Context: an optimization exercise on an open-source flow, tuned for small area. The choices shown serve that exercise and are no tape-out recipe. Only simulation tests tie the RTL to the original design; equivalence was not proved. The clock port is modelled as an ideal driver; clocking choices that lean on that would not hold on a real chip. Power and IR drop assume default switching activity.

==> branch willow <==
==> flow/design.v <==
package synth_pkg;
  typedef logic [31:0] cmd_word_t;
  typedef logic [27-23:0] bank_t;
  typedef logic [23-1:0] period_t;
  typedef logic [15:0] level_t;
  typedef logic signed [23:0] sample_t;
  typedef enum logic [2:0] {
    env_idle,
    env_attack,
    env_decay,
    env_sustain,
    env_release
  } env_state_t;
endpackage
`timescale 1ns/1ps
module tone_osc (
  input  logic               clk_calc,
  input  logic               rst_n,
  input  logic               restart,
  input  synth_pkg::period_t period,
  output logic               tone
);
  synth_pkg::period_t cnt;
  logic               last;
  assign last = (cnt == 23'd1);
  always_ff @(posedge clk_calc) begin
    if (restart || last) begin
      cnt <= period;
    end else begin
      cnt <= cnt - 23'd1;
    end
    if (restart) begin
      tone <= 1'b1;
    end else if (last) begin
      tone <= ~tone;
    end
  end
endmodule
`timescale 1ns/1ps
module adsr_envelope (
  input  logic        clk_calc,
  input  logic        rst_n,
  input  logic        gate_on,
  input  logic        gate_off,
  output logic [6:0]  level,
  output logic        rel_end
);
  localparam logic [1:0] S_IDLE = 2'd0;
  localparam logic [1:0] S_ATT  = 2'd1;
  localparam logic [1:0] S_DS   = 2'd2;
  localparam logic [1:0] S_REL  = 2'd3;
  logic [1:0] state;
  logic       m_att, m_ds, m_rel;
  logic       peak;
  logic       up;
  logic [7:0] dn;    
  logic [7:0] cu;    
  logic [6:0] nxt;
  assign m_att = gate_on || (state == S_ATT && !gate_off);
  assign m_rel = !gate_on && ((state == S_REL) ||
                 (gate_off && (state == S_ATT || state == S_DS)));
  assign m_ds  = !gate_on && !gate_off && (state == S_DS);
  assign peak    = level[6] | (&level[5:2]);
  assign rel_end = m_rel && (level == 7'd1);
  always_comb begin
    dn[0] = m_rel;
    dn[1] = (m_rel & ~level[0]) | (m_ds & (level != 7'd32));
    cu[0] = 1'b0;
    cu[1] = 1'b0;
    cu[2] = m_att;
    dn[2] = dn[1] & ~level[1];
    for (int j = 2; j < 7; j++) begin
      dn[j+1] = dn[j] & ~level[j];
      cu[j+1] = cu[j] & level[j];
    end
    for (int j = 0; j < 7; j++) nxt[j] = level[j] ^ dn[j] ^ cu[j];
  end
  always_ff @(posedge clk_calc or negedge rst_n) begin
    if (!rst_n) begin
      state <= S_IDLE;
      level <= '0;
    end else begin
      if (m_att && peak) begin
        level <= 7'd64;
        state <= S_DS;
      end else begin
        level <= nxt;
        if (m_att) state <= S_ATT;
        else if (m_rel) state <= (level == 7'd1) ? S_IDLE : S_REL;
      end
    end
  end
endmodule
`timescale 1ns/1ps
module synth_voice (
  input  logic               clk_calc,
  input  logic               rst_n,
  input  logic               note_on,
  input  logic               note_off,
  input  synth_pkg::period_t period,
  output logic               tone,
  output logic [6:0]         level,
  output logic               rel_end
);
  tone_osc i_osc (
    .clk_calc (clk_calc),
    .rst_n    (rst_n),
    .restart  (note_on),
    .period   (period),
    .tone     (tone)
  );
  adsr_envelope i_env (
    .clk_calc (clk_calc),
    .rst_n    (rst_n),
    .gate_on  (note_on),
    .gate_off (note_off),
    .level    (level),
    .rel_end  (rel_end)
  );
endmodule
`timescale 1ns/1ps
module note_dispatcher (
  input  logic                clk_calc,
  input  logic                rst_n,
  input  logic                cmd_valid,
  input  synth_pkg::cmd_word_t cmd_data,
  output logic [4-1:0]                         note_on,
  output logic [4-1:0]                         note_off,
  output logic [4*23-1:0]      period
);
  logic       v1, v2;
  logic [1:0] b1, b2;
  logic       z1, z2;
  logic       in_range;
  logic       p_zero;
  assign in_range = cmd_valid && (cmd_data[27:23+2] == '0);
  assign p_zero   = (cmd_data[23-1:0] == '0);
  always_ff @(posedge clk_calc or negedge rst_n) begin
    if (!rst_n) begin
      v1 <= 1'b0;
      v2 <= 1'b0;
    end else begin
      v1 <= in_range;
      v2 <= v1;
    end
  end
  always_ff @(posedge clk_calc) begin
    b1 <= cmd_data[23+1:23];
    z1 <= p_zero;
    b2 <= b1;
    z2 <= z1;
  end
  for (genvar i = 0; i < 4; i++) begin : g_bank
    logic hit;
    assign hit = v2 && (b2 == 2'(i));
    assign note_on[i]  = hit && !z2;
    assign note_off[i] = hit && z2;
    always_ff @(posedge clk_calc) begin
      if (in_range && !p_zero &&
          cmd_data[23+1:23] == 2'(i)) begin
        period[i*23 +: 23] <= cmd_data[23-1:0];
      end
    end
  end
endmodule
`timescale 1ns/1ps
module voice_mixer (
  input  logic                                    clk_calc,
  input  logic                                    rst_n,
  input  logic [4-1:0]           tone,
  input  logic [4*7-1:0]         level,
  input  logic [4-1:0]           rel_end,
  output synth_pkg::sample_t                      audio,
  output logic                                    done_valid,
  output synth_pkg::bank_t                        done_bank
);
  logic signed [9:0] sum;
  logic signed [9:0] sum_q;
  logic [1:0]        last_done;
  logic              any_q;
  logic [1:0]        last_q;
  logic [1:0]        bank_q;
  logic [3:0] n;
  logic [6:0] x0, x1, x2, x3;
  logic [9:0] raw;
  assign n  = ~tone;
  assign x0 = level[6:0]   ^ {7{n[0]}};
  assign x1 = level[13:7]  ^ {7{n[1]}};
  assign x2 = level[20:14] ^ {7{n[2]}};
  assign x3 = level[27:21] ^ {7{n[3]}};
  logic cs1, cs2, cs3, cs4, cs5, cs6, cs7, cs8, cs9, cs10, cs11, cs12, cs13, cs14, cs15, cs16, cs17, cs18, cs19, cs20, cs21, cs22, cs23, cs24, cs25, cs26, cs27, cs28, cs29, cs30, cs31, cs32, cs33, cs34, cs35, cs36, cs37, cs38, cs39, cs40, cs41, cs42, cs43, cs44, cs45, cs46, cs47, cs48, cs49, cs50;
  assign cs1 = x0[0] ^ x1[0] ^ x2[0];
  assign cs2 = (x0[0] & x1[0]) | (x0[0] & x2[0]) | (x1[0] & x2[0]);
  assign cs3 = x3[0] ^ n[0] ^ n[1];
  assign cs4 = (x3[0] & n[0]) | (x3[0] & n[1]) | (n[0] & n[1]);
  assign cs5 = x0[1] ^ x1[1] ^ x2[1];
  assign cs6 = (x0[1] & x1[1]) | (x0[1] & x2[1]) | (x1[1] & x2[1]);
  assign cs7 = x0[2] ^ x1[2] ^ x2[2];
  assign cs8 = (x0[2] & x1[2]) | (x0[2] & x2[2]) | (x1[2] & x2[2]);
  assign cs9 = x0[3] ^ x1[3] ^ x2[3];
  assign cs10 = (x0[3] & x1[3]) | (x0[3] & x2[3]) | (x1[3] & x2[3]);
  assign cs11 = x0[4] ^ x1[4] ^ x2[4];
  assign cs12 = (x0[4] & x1[4]) | (x0[4] & x2[4]) | (x1[4] & x2[4]);
  assign cs13 = x0[5] ^ x1[5] ^ x2[5];
  assign cs14 = (x0[5] & x1[5]) | (x0[5] & x2[5]) | (x1[5] & x2[5]);
  assign cs15 = x0[6] ^ x1[6] ^ x2[6];
  assign cs16 = (x0[6] & x1[6]) | (x0[6] & x2[6]) | (x1[6] & x2[6]);
  assign cs17 = tone[0] ^ tone[1] ^ tone[2];
  assign cs18 = (tone[0] & tone[1]) | (tone[0] & tone[2]) | (tone[1] & tone[2]);
  assign cs19 = cs1 ^ cs3 ^ n[2];
  assign cs20 = (cs1 & cs3) | (cs1 & n[2]) | (cs3 & n[2]);
  assign cs21 = cs2 ^ cs4 ^ cs5;
  assign cs22 = (cs2 & cs4) | (cs2 & cs5) | (cs4 & cs5);
  assign cs23 = cs6 ^ cs7 ^ x3[2];
  assign cs24 = (cs6 & cs7) | (cs6 & x3[2]) | (cs7 & x3[2]);
  assign cs25 = cs8 ^ cs9 ^ x3[3];
  assign cs26 = (cs8 & cs9) | (cs8 & x3[3]) | (cs9 & x3[3]);
  assign cs27 = cs10 ^ cs11 ^ x3[4];
  assign cs28 = (cs10 & cs11) | (cs10 & x3[4]) | (cs11 & x3[4]);
  assign cs29 = cs12 ^ cs13 ^ x3[5];
  assign cs30 = (cs12 & cs13) | (cs12 & x3[5]) | (cs13 & x3[5]);
  assign cs31 = cs14 ^ cs15 ^ x3[6];
  assign cs32 = (cs14 & cs15) | (cs14 & x3[6]) | (cs15 & x3[6]);
  assign cs33 = cs16 ^ cs17 ^ tone[3];
  assign cs34 = (cs16 & cs17) | (cs16 & tone[3]) | (cs17 & tone[3]);
  assign cs35 = cs20 ^ cs21 ^ x3[1];
  assign cs36 = (cs20 & cs21) | (cs20 & x3[1]) | (cs21 & x3[1]);
  assign cs37 = cs36 ^ cs22 ^ cs23;
  assign cs38 = (cs36 & cs22) | (cs36 & cs23) | (cs22 & cs23);
  assign cs39 = cs38 ^ cs24 ^ cs25;
  assign cs40 = (cs38 & cs24) | (cs38 & cs25) | (cs24 & cs25);
  assign cs41 = cs40 ^ cs26 ^ cs27;
  assign cs42 = (cs40 & cs26) | (cs40 & cs27) | (cs26 & cs27);
  assign cs43 = cs42 ^ cs28 ^ cs29;
  assign cs44 = (cs42 & cs28) | (cs42 & cs29) | (cs28 & cs29);
  assign cs45 = cs44 ^ cs30 ^ cs31;
  assign cs46 = (cs44 & cs30) | (cs44 & cs31) | (cs30 & cs31);
  assign cs47 = cs46 ^ cs32 ^ cs33;
  assign cs48 = (cs46 & cs32) | (cs46 & cs33) | (cs32 & cs33);
  assign cs49 = cs48 ^ cs34 ^ cs18;
  assign cs50 = (cs48 & cs34) | (cs48 & cs18) | (cs34 & cs18);
  assign raw = {cs50, cs49, cs47, cs45, cs43, cs41, cs39, cs37, cs35, cs19} + {1'b0, 1'b0, 1'b0, 1'b0, 1'b0, 1'b0, 1'b0, 1'b0, 1'b0, n[3]};
  assign sum = raw ^ 10'h200;
  always_comb begin
    last_done = '0;
    for (int i = 0; i < 4; i++) begin
      if (rel_end[i]) last_done = 2'(i);
    end
  end
  always_ff @(posedge clk_calc or negedge rst_n) begin
    if (!rst_n) begin
      any_q <= 1'b0;
    end else begin
      any_q <= |rel_end;
    end
  end
  always_ff @(posedge clk_calc) begin
    last_q <= last_done;
  end
  always_ff @(posedge clk_calc or negedge rst_n) begin
    if (!rst_n) begin
      sum_q      <= '0;
      done_valid <= 1'b0;
      bank_q     <= '0;
    end else begin
      sum_q      <= sum;
      done_valid <= any_q;
      if (any_q) bank_q <= last_q;
    end
  end
  assign audio     = {{6{sum_q[9]}}, sum_q, 8'b0};
  assign done_bank = {3'b000, bank_q};
endmodule
`timescale 1ns/1ps
module synth_top (
  input  logic                 clk_calc,
  input  logic                 rst_n,
  input  logic                 cmd_valid,
  input  synth_pkg::cmd_word_t cmd_data,
  output synth_pkg::sample_t   audio,
  output logic                 done_valid,
  output synth_pkg::bank_t     done_bank
);
  logic [4-1:0]                    note_on;
  logic [4-1:0]                    note_off;
  logic [4*23-1:0] period;
  logic [4-1:0]                    tone;
  logic [4*7-1:0]                  level;
  logic [4-1:0]                    rel_end;
  note_dispatcher i_dispatcher (
    .clk_calc  (clk_calc),
    .rst_n     (rst_n),
    .cmd_valid (cmd_valid),
    .cmd_data  (cmd_data),
    .note_on   (note_on),
    .note_off  (note_off),
    .period    (period)
  );
  for (genvar i = 0; i < 4; i++) begin : g_voice
    synth_voice i_voice (
      .clk_calc (clk_calc),
      .rst_n    (rst_n),
      .note_on  (note_on[i]),
      .note_off (note_off[i]),
      .period   (period[i*23 +: 23]),
      .tone     (tone[i]),
      .level    (level[i*7 +: 7]),
      .rel_end  (rel_end[i])
    );
  end
  voice_mixer i_mixer (
    .clk_calc   (clk_calc),
    .rst_n      (rst_n),
    .tone       (tone),
    .level      (level),
    .rel_end    (rel_end),
    .audio      (audio),
    .done_valid (done_valid),
    .done_bank  (done_bank)
  );
endmodule
==> flow/flow/run.sh <==
#!/bin/bash
set -e
cp standard.sh standard.sh.txt
export BUFFER_PORTS_ARGS="-buffer_cell sky130_fd_sc_hd__buf_1"
export CTS_ARGS="-sink_clustering_enable -repair_clock_nets -sink_clustering_size 32 -sink_clustering_max_diameter 120 -buf_list \"sky130_fd_sc_hd__clkbuf_8 sky130_fd_sc_hd__clkbuf_16\" -dont_use_dummy_load"
bash standard.sh > standard.log 2>&1
==> flow/standard.sh <==
#!/bin/bash
# synth_recipe.tcl (not shown) runs the flow's synth.tcl, then flattens the netlist and writes it again
# the make line also repeats each setting of config.mk as NAME=value (left out here)
make -C /OpenROAD-flow-scripts/flow DESIGN_CONFIG=/design/flow/config.mk WORK_HOME=/design/flow/orfs CLKGATE_MAP_FILE= SYNTH_SCRIPT=/design/flow/synth_recipe.tcl "${@:-finish}"
==> flow/config.mk <==
export PLATFORM = sky130hd
export DESIGN_NAME = synth_top
export DESIGN_NICKNAME = synth_top
export VERILOG_FILES = /design/flow/design.v
export SDC_FILE = /design/flow/constraint.sdc
export NUM_CORES = 4
export LEC_CHECK = 0
export CAP_MARGIN = 20
export CORE_MARGIN = 2
export CORE_UTILIZATION = 40
export SLEW_MARGIN = 20
==> flow/constraint.sdc <==
create_clock -name core_clock -period 8.0 [get_ports {clk_calc}]
set_input_delay 1.6000 -clock core_clock [delete_from_list [all_inputs] [get_ports {clk_calc}]]
set_output_delay 1.6000 -clock core_clock [all_outputs]
set_load 0.01 [all_outputs]
==> branch tundra: changes against branch willow <==
--- a/flow/design.v
+++ b/flow/design.v
@@ -47,4 +47,4 @@
 );
-  localparam logic [1:0] S_IDLE = 2'd0;
-  localparam logic [1:0] S_ATT  = 2'd1;
+  localparam logic [1:0] S_IDLE = 2'd1;
+  localparam logic [1:0] S_ATT  = 2'd0;
   localparam logic [1:0] S_DS   = 2'd2;
@@ -66,3 +66,3 @@
     dn[0] = m_rel;
-    dn[1] = (m_rel & ~level[0]) | (m_ds & (level != 7'd32));
+    dn[1] = (m_rel & ~level[0]) | (m_ds & (level[6] | (|level[4:1])));
     cu[0] = 1'b0;
==> flow/flow/run.sh (replaced) <==
#!/bin/bash
set -euo pipefail
export BUFFER_PORTS_ARGS="-buffer_cell sky130_fd_sc_hd__buf_1"
export CTS_ARGS="-sink_clustering_enable -repair_clock_nets -sink_clustering_size 24 -sink_clustering_max_diameter 100 -buf_list sky130_fd_sc_hd__clkbuf_16 -dont_use_dummy_load"
export POST_RESIZE_TCL="$PWD/flow/downsize.tcl"
export POST_CTS_TCL="$PWD/flow/downsize_cts.tcl"
bash standard.sh > standard.log 2>&1
==> flow/flow/downsize.tcl (new file) <==
# After placement's repair_design: give back slack as smaller cells.
log_cmd estimate_parasitics -placement
log_cmd repair_timing -recover_power 100 -setup_margin 0.5 -verbose
==> flow/flow/downsize_cts.tcl (new file) <==
# After clock tree synthesis: give back slack as smaller cells, then legalize.
log_cmd estimate_parasitics -placement
log_cmd repair_timing -recover_power 100 -setup_margin 0.5 -verbose
log_cmd detailed_placement
check_placement -verbose
CORE_UTILIZATION = 60   (was 40)
==> branch violet: changes against branch willow <==
--- a/flow/design.v
+++ b/flow/design.v
@@ -47,4 +47,4 @@
 );
-  localparam logic [1:0] S_IDLE = 2'd0;
-  localparam logic [1:0] S_ATT  = 2'd1;
+  localparam logic [1:0] S_IDLE = 2'd1;
+  localparam logic [1:0] S_ATT  = 2'd0;
   localparam logic [1:0] S_DS   = 2'd2;
@@ -66,3 +66,3 @@
     dn[0] = m_rel;
-    dn[1] = (m_rel & ~level[0]) | (m_ds & (level != 7'd32));
+    dn[1] = (m_rel & ~level[0]) | (m_ds & (level[6] | (|level[4:1])));
     cu[0] = 1'b0;
==> flow/flow/run.sh (replaced) <==
#!/bin/bash
set -euo pipefail
export BUFFER_PORTS_ARGS="-buffer_cell sky130_fd_sc_hd__buf_1"
export CTS_ARGS="-sink_clustering_enable -repair_clock_nets -sink_clustering_size 28 -sink_clustering_max_diameter 120 -buf_list sky130_fd_sc_hd__clkbuf_16 -root_buf sky130_fd_sc_hd__clkbuf_8 -dont_use_dummy_load"
export POST_RESIZE_TCL="$PWD/flow/downsize.tcl"
export POST_CTS_TCL="$PWD/flow/downsize_cts.tcl"
bash standard.sh > standard.log 2>&1
==> flow/flow/downsize.tcl (new file) <==
# After placement's repair_design: give back slack as smaller cells.
log_cmd estimate_parasitics -placement
log_cmd repair_timing -recover_power 100 -setup_margin 0.5 -verbose
==> flow/flow/downsize_cts.tcl (new file) <==
# After clock tree synthesis: give back slack as smaller cells, then legalize.
log_cmd estimate_parasitics -placement
log_cmd repair_timing -recover_power 100 -setup_margin 0.5 -verbose
log_cmd detailed_placement
check_placement -verbose
CORE_UTILIZATION = 75   (was 40)
==> branch harbor: changes against branch willow <==
--- a/flow/design.v
+++ b/flow/design.v
@@ -52,27 +52,14 @@
   logic [1:0] state;
-  logic       m_att, m_ds, m_rel;
+  logic [1:0] mode;
   logic       peak;
-  logic       up;
-  logic [7:0] dn;    
-  logic [7:0] cu;    
-  logic [6:0] nxt;
-  assign m_att = gate_on || (state == S_ATT && !gate_off);
-  assign m_rel = !gate_on && ((state == S_REL) ||
-                 (gate_off && (state == S_ATT || state == S_DS)));
-  assign m_ds  = !gate_on && !gate_off && (state == S_DS);
-  assign peak    = level[6] | (&level[5:2]);
-  assign rel_end = m_rel && (level == 7'd1);
   always_comb begin
-    dn[0] = m_rel;
-    dn[1] = (m_rel & ~level[0]) | (m_ds & (level != 7'd32));
-    cu[0] = 1'b0;
-    cu[1] = 1'b0;
-    cu[2] = m_att;
-    dn[2] = dn[1] & ~level[1];
-    for (int j = 2; j < 7; j++) begin
-      dn[j+1] = dn[j] & ~level[j];
-      cu[j+1] = cu[j] & level[j];
-    end
-    for (int j = 0; j < 7; j++) nxt[j] = level[j] ^ dn[j] ^ cu[j];
-  end
+    mode = state;
+    if (gate_on) begin
+      mode = S_ATT;
+    end else if (gate_off && (state == S_ATT || state == S_DS)) begin
+      mode = S_REL;
+    end
+  end
+  assign peak    = (level >= 7'd60);
+  assign rel_end = (mode == S_REL) && (level == 7'd1);
   always_ff @(posedge clk_calc or negedge rst_n) begin
@@ -82,10 +69,16 @@
     end else begin
-      if (m_att && peak) begin
-        level <= 7'd64;
-        state <= S_DS;
-      end else begin
-        level <= nxt;
-        if (m_att) state <= S_ATT;
-        else if (m_rel) state <= (level == 7'd1) ? S_IDLE : S_REL;
-      end
+      case (mode)
+        S_ATT: begin
+          level <= peak ? 7'd64 : level + 7'd4;
+          state <= peak ? S_DS : S_ATT;
+        end
+        S_DS: begin
+          if (level != 7'd32) level <= level - 7'd2;
+        end
+        S_REL: begin
+          level <= level - 7'd1;
+          state <= (level == 7'd1) ? S_IDLE : S_REL;
+        end
+        default: ;
+      endcase
     end
@@ -182,66 +175,8 @@
   logic [1:0]        bank_q;
-  logic [3:0] n;
-  logic [6:0] x0, x1, x2, x3;
-  logic [9:0] raw;
-  assign n  = ~tone;
-  assign x0 = level[6:0]   ^ {7{n[0]}};
-  assign x1 = level[13:7]  ^ {7{n[1]}};
-  assign x2 = level[20:14] ^ {7{n[2]}};
-  assign x3 = level[27:21] ^ {7{n[3]}};
-  logic cs1, cs2, cs3, cs4, cs5, cs6, cs7, cs8, cs9, cs10, cs11, cs12, cs13, cs14, cs15, cs16, cs17, cs18, cs19, cs20, cs21, cs22, cs23, cs24, cs25, cs26, cs27, cs28, cs29, cs30, cs31, cs32, cs33, cs34, cs35, cs36, cs37, cs38, cs39, cs40, cs41, cs42, cs43, cs44, cs45, cs46, cs47, cs48, cs49, cs50;
-  assign cs1 = x0[0] ^ x1[0] ^ x2[0];
-  assign cs2 = (x0[0] & x1[0]) | (x0[0] & x2[0]) | (x1[0] & x2[0]);
-  assign cs3 = x3[0] ^ n[0] ^ n[1];
-  assign cs4 = (x3[0] & n[0]) | (x3[0] & n[1]) | (n[0] & n[1]);
-  assign cs5 = x0[1] ^ x1[1] ^ x2[1];
-  assign cs6 = (x0[1] & x1[1]) | (x0[1] & x2[1]) | (x1[1] & x2[1]);
-  assign cs7 = x0[2] ^ x1[2] ^ x2[2];
-  assign cs8 = (x0[2] & x1[2]) | (x0[2] & x2[2]) | (x1[2] & x2[2]);
-  assign cs9 = x0[3] ^ x1[3] ^ x2[3];
-  assign cs10 = (x0[3] & x1[3]) | (x0[3] & x2[3]) | (x1[3] & x2[3]);
-  assign cs11 = x0[4] ^ x1[4] ^ x2[4];
-  assign cs12 = (x0[4] & x1[4]) | (x0[4] & x2[4]) | (x1[4] & x2[4]);
-  assign cs13 = x0[5] ^ x1[5] ^ x2[5];
-  assign cs14 = (x0[5] & x1[5]) | (x0[5] & x2[5]) | (x1[5] & x2[5]);
-  assign cs15 = x0[6] ^ x1[6] ^ x2[6];
-  assign cs16 = (x0[6] & x1[6]) | (x0[6] & x2[6]) | (x1[6] & x2[6]);
-  assign cs17 = tone[0] ^ tone[1] ^ tone[2];
-  assign cs18 = (tone[0] & tone[1]) | (tone[0] & tone[2]) | (tone[1] & tone[2]);
-  assign cs19 = cs1 ^ cs3 ^ n[2];
-  assign cs20 = (cs1 & cs3) | (cs1 & n[2]) | (cs3 & n[2]);
-  assign cs21 = cs2 ^ cs4 ^ cs5;
-  assign cs22 = (cs2 & cs4) | (cs2 & cs5) | (cs4 & cs5);
-  assign cs23 = cs6 ^ cs7 ^ x3[2];
-  assign cs24 = (cs6 & cs7) | (cs6 & x3[2]) | (cs7 & x3[2]);
-  assign cs25 = cs8 ^ cs9 ^ x3[3];
-  assign cs26 = (cs8 & cs9) | (cs8 & x3[3]) | (cs9 & x3[3]);
-  assign cs27 = cs10 ^ cs11 ^ x3[4];
-  assign cs28 = (cs10 & cs11) | (cs10 & x3[4]) | (cs11 & x3[4]);
-  assign cs29 = cs12 ^ cs13 ^ x3[5];
-  assign cs30 = (cs12 & cs13) | (cs12 & x3[5]) | (cs13 & x3[5]);
-  assign cs31 = cs14 ^ cs15 ^ x3[6];
-  assign cs32 = (cs14 & cs15) | (cs14 & x3[6]) | (cs15 & x3[6]);
-  assign cs33 = cs16 ^ cs17 ^ tone[3];
-  assign cs34 = (cs16 & cs17) | (cs16 & tone[3]) | (cs17 & tone[3]);
-  assign cs35 = cs20 ^ cs21 ^ x3[1];
-  assign cs36 = (cs20 & cs21) | (cs20 & x3[1]) | (cs21 & x3[1]);
-  assign cs37 = cs36 ^ cs22 ^ cs23;
-  assign cs38 = (cs36 & cs22) | (cs36 & cs23) | (cs22 & cs23);
-  assign cs39 = cs38 ^ cs24 ^ cs25;
-  assign cs40 = (cs38 & cs24) | (cs38 & cs25) | (cs24 & cs25);
-  assign cs41 = cs40 ^ cs26 ^ cs27;
-  assign cs42 = (cs40 & cs26) | (cs40 & cs27) | (cs26 & cs27);
-  assign cs43 = cs42 ^ cs28 ^ cs29;
-  assign cs44 = (cs42 & cs28) | (cs42 & cs29) | (cs28 & cs29);
-  assign cs45 = cs44 ^ cs30 ^ cs31;
-  assign cs46 = (cs44 & cs30) | (cs44 & cs31) | (cs30 & cs31);
-  assign cs47 = cs46 ^ cs32 ^ cs33;
-  assign cs48 = (cs46 & cs32) | (cs46 & cs33) | (cs32 & cs33);
-  assign cs49 = cs48 ^ cs34 ^ cs18;
-  assign cs50 = (cs48 & cs34) | (cs48 & cs18) | (cs34 & cs18);
-  assign raw = {cs50, cs49, cs47, cs45, cs43, cs41, cs39, cs37, cs35, cs19} + {1'b0, 1'b0, 1'b0, 1'b0, 1'b0, 1'b0, 1'b0, 1'b0, 1'b0, n[3]};
-  assign sum = raw ^ 10'h200;
   always_comb begin
+    sum       = '0;
     last_done = '0;
     for (int i = 0; i < 4; i++) begin
+      if (tone[i]) sum = sum + 10'(level[i*7 +: 7]);
+      else         sum = sum - 10'(level[i*7 +: 7]);
       if (rel_end[i]) last_done = 2'(i);
==> flow/run.sh (new file) <==
#!/bin/bash
# synth_recipe.tcl (not shown) runs the flow's synth.tcl, then flattens the netlist and writes it again
# the make line also repeats each setting of config.mk as NAME=value (left out here)
make -C /OpenROAD-flow-scripts/flow DESIGN_CONFIG=/design/flow/config.mk WORK_HOME=/design/flow/orfs CLKGATE_MAP_FILE= SYNTH_SCRIPT=/design/flow/synth_recipe.tcl finish
CAP_MARGIN = 0   (was 20)
CTS_BUF_LIST = sky130_fd_sc_hd__clkbuf_8   (was unset)
CTS_CLUSTER_SIZE = 50   (was unset)
SLEW_MARGIN = 0   (was 20)
removed: flow/flow/run.sh
removed: flow/standard.sh
==> run summary <==
# TYPE chip_impl_metric gauge
chip_impl_info{name="most_frequent_cells_in_the_layout",value="sky130_fd_sc_hd__nand2_1, sky130_fd_sc_hd__dfxtp_1, sky130_fd_sc_hd__o21ai_0"} 1
chip_impl_info{name="crit_top_cell",value="sky130_fd_sc_hd__fa_1"} 1
chip_impl_info{name="synth_commonest_cells",value="sky130_fd_sc_hd__nand2_1, sky130_fd_sc_hd__dfxtp_1, sky130_fd_sc_hd__edfxtp_1"} 1
chip_impl_metric{name="taps",unit=""} 234
chip_impl_metric{name="inverters_excl_clock",unit=""} 61
chip_impl_metric{name="gr-usage-met3",unit="%"} 2.33
chip_impl_metric{name="post-layout-total-power",unit="mW"} 4.48
chip_impl_info{name="result_of_the_run",value="timing/DRC/antenna clean"} 1
chip_impl_metric{name="seqAreaFraction",unit="%"} 51.2
chip_impl_metric{name="post_synth_mux_area_share",unit="%"} 0.286
chip_impl_info{name="synth.area.top_cells",value="sky130_fd_sc_hd__edfxtp_1, sky130_fd_sc_hd__dfxtp_1, sky130_fd_sc_hd__dfrtp_1"} 1
chip_impl_info{name="min_from",value="i_dispatcher.b1[0]$_DFF_P_"} 1
chip_impl_metric{name="via_count_of_the_first_global_routing_pass",unit=""} 6956
chip_impl_metric{name="first_pass_iters",unit=""} 5
# the run above: branch tundra

==> run summary <==
# TYPE chip_impl_metric gauge
chip_impl_metric{name="post_synth_mux_area_share",unit="%"} 2.93
chip_impl_info{name="crit_top_cell",value="sky130_fd_sc_hd__fa_1"} 1
chip_impl_metric{name="inverters_excl_clock",unit=""} 65
chip_impl_metric{name="fin_hold_ws",unit="ps"} 347
chip_impl_info{name="result_of_the_run",value="timing/DRC/antenna clean"} 1
chip_impl_metric{name="first_pass_iters",unit=""} 5
chip_impl_info{name="grt-busiest-layer",value="met2"} 1
chip_impl_info{name="synth.area.top_cells",value="sky130_fd_sc_hd__edfxtp_1, sky130_fd_sc_hd__dfxtp_1, sky130_fd_sc_hd__dfrtp_1"} 1
chip_impl_metric{name="taps",unit=""} 384
chip_impl_info{name="most_frequent_cells_in_the_layout",value="sky130_fd_sc_hd__nor2_1, sky130_fd_sc_hd__dfxtp_1, sky130_fd_sc_hd__edfxtp_1"} 1
chip_impl_metric{name="wire_length_the_detailed_router_placed_on_met1",unit="um"} 11200
chip_impl_info{name="synth_commonest_cells",value="sky130_fd_sc_hd__nor2_1, sky130_fd_sc_hd__dfxtp_1, sky130_fd_sc_hd__edfxtp_1"} 1
chip_impl_metric{name="post-layout-total-power",unit="mW"} 4.44
chip_impl_metric{name="detailedRoute.firstIterationViolations",unit=""} 431
chip_impl_metric{name="gpl.final_weighted_congestion",unit=""} 0.813
chip_impl_metric{name="gr-usage-met3",unit="%"} 2.11
chip_impl_metric{name="power.sequential.fraction",unit="%"} 43.0
# the run above: branch willow

==> run summary <==
# TYPE chip_impl_metric gauge
chip_impl_info{name="most_frequent_cells_in_the_layout",value="sky130_fd_sc_hd__nor2_1, sky130_fd_sc_hd__a21oi_1, sky130_fd_sc_hd__dfxtp_1"} 1
chip_impl_info{name="result_of_the_run",value="timing/DRC/antenna clean"} 1
chip_impl_metric{name="ratio_of_cells_with_drive_above_1_in_the_final_layout",unit="%"} 7.11
chip_impl_metric{name="post_synth_mux_area_share",unit="%"} 1.37
chip_impl_metric{name="first_pass_iters",unit=""} 7
chip_impl_metric{name="gr-usage-met3",unit="%"} 2.97
chip_impl_metric{name="seqAreaFraction",unit="%"} 43.0
chip_impl_metric{name="top_level_ports",unit=""} 65
chip_impl_info{name="synth.area.top_cells",value="sky130_fd_sc_hd__edfxtp_1, sky130_fd_sc_hd__dfxtp_1, sky130_fd_sc_hd__dfrtp_1"} 1
chip_impl_metric{name="yosys.area_share.simple",unit="%"} 16.3
chip_impl_info{name="synth_commonest_cells",value="sky130_fd_sc_hd__nor2_1, sky130_fd_sc_hd__a21oi_1, sky130_fd_sc_hd__dfxtp_1"} 1
chip_impl_metric{name="post-layout-total-power",unit="mW"} 5.27
# the run above: branch harbor

==> run summary <==
# TYPE chip_impl_metric gauge
chip_impl_info{name="result_of_the_run",value="timing/DRC/antenna clean"} 1
chip_impl_metric{name="via_count_of_the_first_global_routing_pass",unit=""} 7184
chip_impl_metric{name="netSwitchingFraction",unit="%"} 37.8
chip_impl_metric{name="first_pass_iters",unit=""} 4
chip_impl_metric{name="post_synth_mux_area_share",unit="%"} 0.286
chip_impl_info{name="crit_top_cell",value="sky130_fd_sc_hd__fa_1"} 1
chip_impl_metric{name="final_min_period_over_clock_period",unit="%"} 74.2
chip_impl_info{name="synth_commonest_cells",value="sky130_fd_sc_hd__nand2_1, sky130_fd_sc_hd__dfxtp_1, sky130_fd_sc_hd__edfxtp_1"} 1
chip_impl_info{name="min_from",value="i_dispatcher.z1$_DFF_P_"} 1
chip_impl_metric{name="gr-usage-met3",unit="%"} 3.10
chip_impl_info{name="most_frequent_cells_in_the_layout",value="sky130_fd_sc_hd__nand2_1, sky130_fd_sc_hd__dfxtp_1, sky130_fd_sc_hd__o21ai_0"} 1
chip_impl_metric{name="post-layout-total-power",unit="mW"} 4.41
chip_impl_metric{name="inverters_excl_clock",unit=""} 61
chip_impl_info{name="synth.area.top_cells",value="sky130_fd_sc_hd__edfxtp_1, sky130_fd_sc_hd__dfxtp_1, sky130_fd_sc_hd__dfrtp_1"} 1
chip_impl_metric{name="seqAreaFraction",unit="%"} 51.7
chip_impl_metric{name="taps",unit=""} 188
# the run above: branch violet

## afterwards: timing with drivers on the ports
How much do the figures lean on ideal ports? The routed layouts below were timed once more, with nothing changed but the port constraints.
Step 1 sets driving cells, clkbuf_16 on the clock port and buf_2 on the other inputs (assumed; they add their load-dependent delay and slew).
Step 2 moves the port delays by t, midway between the first and last clock arrival at a register: inputs arrive t later, outputs are due t later. That takes back most of the time a late clock gives input paths.
Slacks: ideal / step 1 / step 2; pairs: ideal / step 1.
run | t (ns) | setup WS [ns] | worst hold slack (ns) | clock arrival spread, ns
branch willow | 0.514 | 1.880 / 1.880 / 1.880 | 0.347 / 0.347 / 0.347 | 0.060 / 0.060
branch tundra | 0.512 | 2.229 / 2.229 / 2.229 | 0.347 / 0.347 / 0.347 | 0.037 / 0.038
branch violet | 0.526 | 2.067 / 2.067 / 2.067 | 0.337 / 0.337 / 0.337 | 0.053 / 0.052
branch harbor | 0.593 | 3.500 / 3.500 / 3.444 | 0.326 / 0.326 / 0.326 | 0.032 / 0.033
After both steps setup and hold are still met in every run listed. The setup slack of branch harbor, which loses most, moves by 0.000 ns with the drivers and by -0.056 ns with both steps.
